This is an optimization exercise on Yosys and OpenROAD, whose aim is small area, a short achievable clock period and few clock cycles per item, not a production implementation. In this exercise RTL edits were held to simulation tests only and were not proved equivalent to the original. Power is estimated from default activity; no workload was simulated.

## 04-07
==> flow/design.v <==
package mpsra_pkg;
   localparam int DIM_W = 11;
   localparam int RECT_W = 11;
   localparam int PSUM_W = 12;
   localparam int POS_W = 10;
   localparam int PIDX_W = 3;
   localparam int TOTAL_W = 24;
   localparam int AREA_W = 2 * DIM_W - 1;
   localparam logic [1:0] STATUS_PLACED = 2'd0;
   localparam logic [1:0] STATUS_EMPTY = 2'd1;
   localparam logic [1:0] STATUS_TOO_BIG = 2'd2;
   localparam logic [1:0] STATUS_FULL = 2'd3;
endpackage
module mpsra_cell #(
   parameter int PAGE_SIZE = 1024
) (
   input  logic                          clock,
   input  logic                          reset,
   input  logic [mpsra_pkg::DIM_W-1:0]   pw,
   input  logic [mpsra_pkg::DIM_W-1:0]   ph,
   input  logic                          keep,
   input  logic                          load,
   input  logic [mpsra_pkg::DIM_W-1:0]   load_x,
   input  logic [mpsra_pkg::DIM_W-1:0]   load_t,
   input  logic [mpsra_pkg::DIM_W-1:0]   load_b,
   output logic                          fit,
   output logic [mpsra_pkg::DIM_W-1:0]   room_x,
   output logic [mpsra_pkg::DIM_W-1:0]   room_t,
   output logic [mpsra_pkg::DIM_W-1:0]   room_b
);
   localparam int CW = mpsra_pkg::DIM_W;
   localparam logic [CW-1:0] FULL = CW'(PAGE_SIZE);
   function automatic logic le(input logic [CW-1:0] a, input logic [CW-1:0] b);
      le = 1'b1;
      for (int i = 0; i < CW; i++) begin
         if (a[i] != b[i]) le = b[i];
      end
   endfunction
   logic [CW-1:0] room_x_ff, room_t_ff, room_b_ff;
   logic          shelf_ok;
   always_comb begin
      shelf_ok = le(pw, room_x_ff);
      fit = shelf_ok ? le(ph, room_t_ff) : le(ph, room_b_ff);
   end
   assign room_x = room_x_ff;
   assign room_t = room_t_ff;
   assign room_b = room_b_ff;
   always_ff @(posedge clock) begin
      if (reset) begin
         room_x_ff <= FULL;
         room_t_ff <= FULL;
         room_b_ff <= FULL;
      end else if (load) begin
         room_x_ff <= load_x;
         room_t_ff <= load_t;
         room_b_ff <= load_b;
      end else if (keep && !shelf_ok) begin
         room_x_ff <= FULL;
         room_t_ff <= room_b_ff;
      end
   end
endmodule
module multi_page_shelf_rect_allocator #(
   parameter int PAGE_SIZE = 1024,
   parameter int MAX_PAGES = 8
) (
   input  logic        clock,
   input  logic        reset,
   input  logic        req_tvalid,
   output logic        req_tready,
   input  logic [23:0] req_tdata,
   output logic        rsp_tvalid,
   input  logic        rsp_tready,
   output logic [47:0] rsp_tdata,
   output logic [1:0]  rsp_tuser,
   input  logic        csr_tvalid,
   output logic        csr_tready,
   input  logic [7:0]  csr_tdata
);
   localparam int DW = mpsra_pkg::DIM_W;
   localparam int RW = mpsra_pkg::RECT_W;
   localparam int SW = mpsra_pkg::PSUM_W;
   localparam int PW = mpsra_pkg::POS_W;
   localparam int IW = mpsra_pkg::PIDX_W;
   localparam int TW = mpsra_pkg::TOTAL_W;
   localparam logic [SW:0] LIMIT = (SW + 1)'(PAGE_SIZE);
   localparam logic [DW-1:0] FULL = DW'(PAGE_SIZE);
   localparam int HW = 4;
   function automatic logic le(input logic [DW-1:0] a, input logic [DW-1:0] b);
      le = 1'b1;
      for (int i = 0; i < DW; i++) begin
         if (a[i] != b[i]) le = b[i];
      end
   endfunction
   function automatic logic le3(input logic [DW-1:0] a, input logic [DW-1:0] b,
                                input logic [DW-1:0] c);
      logic [DW+1:0] x, y, z, s, k, d;
      x = {2'b00, a};
      y = {2'b00, b};
      z = ~{2'b00, c};
      s = x ^ y ^ z;
      k = {(x[DW:0] & y[DW:0]) | (x[DW:0] & z[DW:0]) | (y[DW:0] & z[DW:0]), 1'b0};
      d = s + k;
      le3 = d[DW+1];
   endfunction
   logic [3:0] pad_ff;
   logic       adv;
   logic          v1_ff;
   logic [DW-1:0] pw1_ff, ph1_ff;
   logic [1:0]    cls1_ff;
   logic [RW-1:0] req_w, req_h;
   logic [SW-1:0] pw_sum, ph_sum;
   logic          empty, too_big;
   logic [MAX_PAGES-1:0] pend_ff;
   logic [DW-1:0]        sw_ff, sh_ff;
   logic                ov_ff;
   logic [TW-1:0]       acc_ff, total;
   logic [DW+PW-HW-1:0] ohi_ff;
   logic [1:0]          ost_ff;
   logic                oplaced;
   logic                   go, placed;
   logic [MAX_PAGES-1:0]   fit, fit_cell, tried, sel, keep, load;
   logic [DW-1:0]          room_x [MAX_PAGES];
   logic [DW-1:0]          room_t [MAX_PAGES];
   logic [DW-1:0]          room_b [MAX_PAGES];
   logic [1:0]             st_sel;
   logic [PW+HW-1:0]       n_lo;
   logic [DW+PW-HW-1:0]    n_hi;
   logic [DW-1:0]          p_rx, p_rt, p_rb;
   logic [DW-1:0]          p_room_x, p_room_b;
   logic                   p_shelf_ok, p_fit, p_tried;
   logic [DW-1:0]          load_x, load_t;
   assign adv = !ov_ff || rsp_tready;
   assign req_tready = adv;
   assign csr_tready = 1'b1;
   always_ff @(posedge clock) begin
      if (reset) begin
         pad_ff <= 4'd1;
      end else if (csr_tvalid) begin
         pad_ff <= csr_tdata[3:0];
      end
   end
   always_comb begin
      req_w = req_tdata[RW-1:0];
      req_h = req_tdata[2*RW-1:RW];
      pw_sum = SW'(req_w) + SW'({pad_ff, 1'b0});
      ph_sum = SW'(req_h) + SW'({pad_ff, 1'b0});
      empty = (req_w == '0) || (req_h == '0);
      too_big = ({1'b0, pw_sum} > LIMIT) || ({1'b0, ph_sum} > LIMIT);
   end
   always_ff @(posedge clock) begin
      if (reset) begin
         v1_ff <= 1'b0;
      end else if (adv) begin
         v1_ff <= req_tvalid;
      end
      if (adv) begin
         pw1_ff <= pw_sum[DW-1:0];
         ph1_ff <= ph_sum[DW-1:0];
         cls1_ff <= empty ? mpsra_pkg::STATUS_EMPTY
                  : too_big ? mpsra_pkg::STATUS_TOO_BIG
                  : mpsra_pkg::STATUS_PLACED;
      end
   end
   always_comb begin
      p_rx = '0;
      p_rt = '0;
      p_rb = '0;
      for (int i = 0; i < MAX_PAGES; i++) begin
         if (pend_ff[i]) begin
            p_rx = p_rx | room_x[i];
            p_rt = p_rt | room_t[i];
            p_rb = p_rb | room_b[i];
         end
      end
   end
   always_comb begin
      p_room_x = p_rx - sw_ff;
      p_room_b = le3(sh_ff, p_rb, p_rt) ? p_rb : p_rt - sh_ff;
   end
   always_comb begin
      p_shelf_ok = le3(pw1_ff, sw_ff, p_rx);
      p_fit = p_shelf_ok ? le(ph1_ff, p_rt)
                         : (le(ph1_ff, p_rb) && le3(ph1_ff, sh_ff, p_rt));
   end
   assign go = adv && v1_ff && (cls1_ff == mpsra_pkg::STATUS_PLACED);
   assign fit = (fit_cell & ~pend_ff) | (pend_ff & {MAX_PAGES{p_fit}});
   assign p_tried = |(pend_ff & tried);
   always_comb begin
      load_x = (p_tried && !p_shelf_ok) ? FULL : p_room_x;
      load_t = (p_tried && !p_shelf_ok) ? p_room_b : p_rt;
   end
   for (genvar gi = 0; gi < MAX_PAGES; gi++) begin : g_page
      if (gi == 0) begin : g_first
         assign tried[gi] = go;
         assign sel[gi] = fit[gi];
      end else begin : g_rest
         assign tried[gi] = go && !(|fit[gi-1:0]);
         assign sel[gi] = fit[gi] && !(|fit[gi-1:0]);
      end
      assign keep[gi] = tried[gi];
      assign load[gi] = adv && pend_ff[gi];
      mpsra_cell #(
         .PAGE_SIZE(PAGE_SIZE)
      ) u_cell (
         .clock(clock),
         .reset(reset),
         .pw(pw1_ff),
         .ph(ph1_ff),
         .keep(keep[gi]),
         .load(load[gi]),
         .load_x(load_x),
         .load_t(load_t),
         .load_b(p_room_b),
         .fit(fit_cell[gi]),
         .room_x(room_x[gi]),
         .room_t(room_t[gi]),
         .room_b(room_b[gi])
      );
   end
   always_comb begin
      placed = (cls1_ff == mpsra_pkg::STATUS_PLACED) && (|fit);
      if (cls1_ff != mpsra_pkg::STATUS_PLACED) st_sel = cls1_ff;
      else if (|fit) st_sel = mpsra_pkg::STATUS_PLACED;
      else st_sel = mpsra_pkg::STATUS_FULL;
      n_lo = pw1_ff[PW-1:0] * ph1_ff[HW-1:0];
      if (pw1_ff[PW]) n_hi = {ph1_ff, {(PW-HW){1'b0}}};
      else if (ph1_ff[PW]) n_hi = {pw1_ff, {(PW-HW){1'b0}}};
      else n_hi = (DW + PW - HW)'(pw1_ff[PW-1:0] * ph1_ff[PW-1:HW]);
   end
   always_ff @(posedge clock) begin
      if (reset) begin
         pend_ff <= '0;
      end else if (adv) begin
         pend_ff <= go ? sel : '0;
      end
      if (adv) begin
         sw_ff <= pw1_ff;
         sh_ff <= ph1_ff;
      end
   end
   always_ff @(posedge clock) begin
      if (reset) begin
         ov_ff <= 1'b0;
         acc_ff <= '0;
         ohi_ff <= '0;
      end else if (adv) begin
         ov_ff <= v1_ff;
         if (v1_ff) begin
            acc_ff <= placed ? total + TW'(n_lo) : total;
            ohi_ff <= placed ? n_hi : '0;
         end
      end
      if (adv && v1_ff) begin
         ost_ff <= st_sel;
      end
   end
   logic [PW-1:0] rsp_x, rsp_y;
   logic [IW-1:0] rsp_pg;
   assign oplaced = (ost_ff == mpsra_pkg::STATUS_PLACED);
   assign total = acc_ff + TW'({ohi_ff, {HW{1'b0}}});
   always_comb begin
      rsp_x = oplaced ? PW'(pad_ff) - p_rx[PW-1:0] : '0;
      rsp_y = oplaced ? PW'(pad_ff) - p_rt[PW-1:0] : '0;
      rsp_pg = '0;
      for (int i = 0; i < MAX_PAGES; i++) begin
         if (pend_ff[i]) rsp_pg = rsp_pg | IW'(i);
      end
   end
   assign rsp_tvalid = ov_ff;
   assign rsp_tdata = {1'b0, total, rsp_y, rsp_x, rsp_pg};
   assign rsp_tuser = ost_ff;
endmodule
make LEC_CHECK=0 CAP_MARGIN=20 CORE_MARGIN=2 CORE_UTILIZATION=40 SETUP_SLACK_MARGIN=4.8 SLEW_MARGIN=20 finish   # period 10.0 ns
run.sh (not shown) runs the stock make flow with config.mk's settings and CLKGATE_MAP_FILE= SYNTH_SCRIPT=/design/flow/synth_recipe.tcl, a recipe that flattens the netlist after the stock synthesis.
Testbench counts of 04-07, summed over its fixed seeds: cycles 2,416, items 2,400.
Input changes introduced in 05-17 (baseline for comparison: 04-07):
--- a/flow/config.mk
+++ b/flow/config.mk
@@ -9,4 +9,4 @@
 export CORE_MARGIN = 2
 export CORE_UTILIZATION = 40
-export SETUP_SLACK_MARGIN = 4.8
+export SETUP_SLACK_MARGIN = 5
 export SLEW_MARGIN = 20
Notes after the runs:
- 05-17 | status: complete | timing, DRC, antenna: pass
- Non-clock buffer count in 05-17 vs 04-07: up 44%
- Summary of 05-17 over 04-07: final worst-path cycle share now sits lower; wire length now sits higher; count of inserted antenna diode cells now sits higher; hold slack now sits lower.
- [compare] base=04-07 new=05-17: worst slack at placement shrank by 0.12 ns, number of instances in the placed design held steady.
- met1 track demand over resource ends up higher on 05-17.
- Going from 04-07 to 05-17, power consumed by the clock network shows no meaningful change; total power shows an increase of 4.1%.

[re-timing with driven ports]
Ports are ideal in the flow. The routed layouts listed here were re-timed in OpenROAD. Step 1 sets driving cells, clkbuf_16 on the clock port and buf_2 on the other inputs (assumed; they add their load-dependent delay and slew). Step 2, shift: input delay + t, output delay - t, t = (earliest + latest rising clock arrival at the registers) / 2. This alone moves slack from input paths to output paths. Three values: ideal, step 1, step 2; two values: the first two.
run | shift t [ns] | setup WS [ns] | worst data-port slew with drivers (ns)
04-07 | 0.683 | 4.658 / 4.588 / 4.331 | 0.04
05-17 | 0.673 | 4.802 / 4.728 / 4.470 | 0.04
After both steps setup and hold are still met in every run listed. The setup slack of 05-17, which loses most, moves by -0.074 ns with the drivers and by -0.332 ns with both steps.
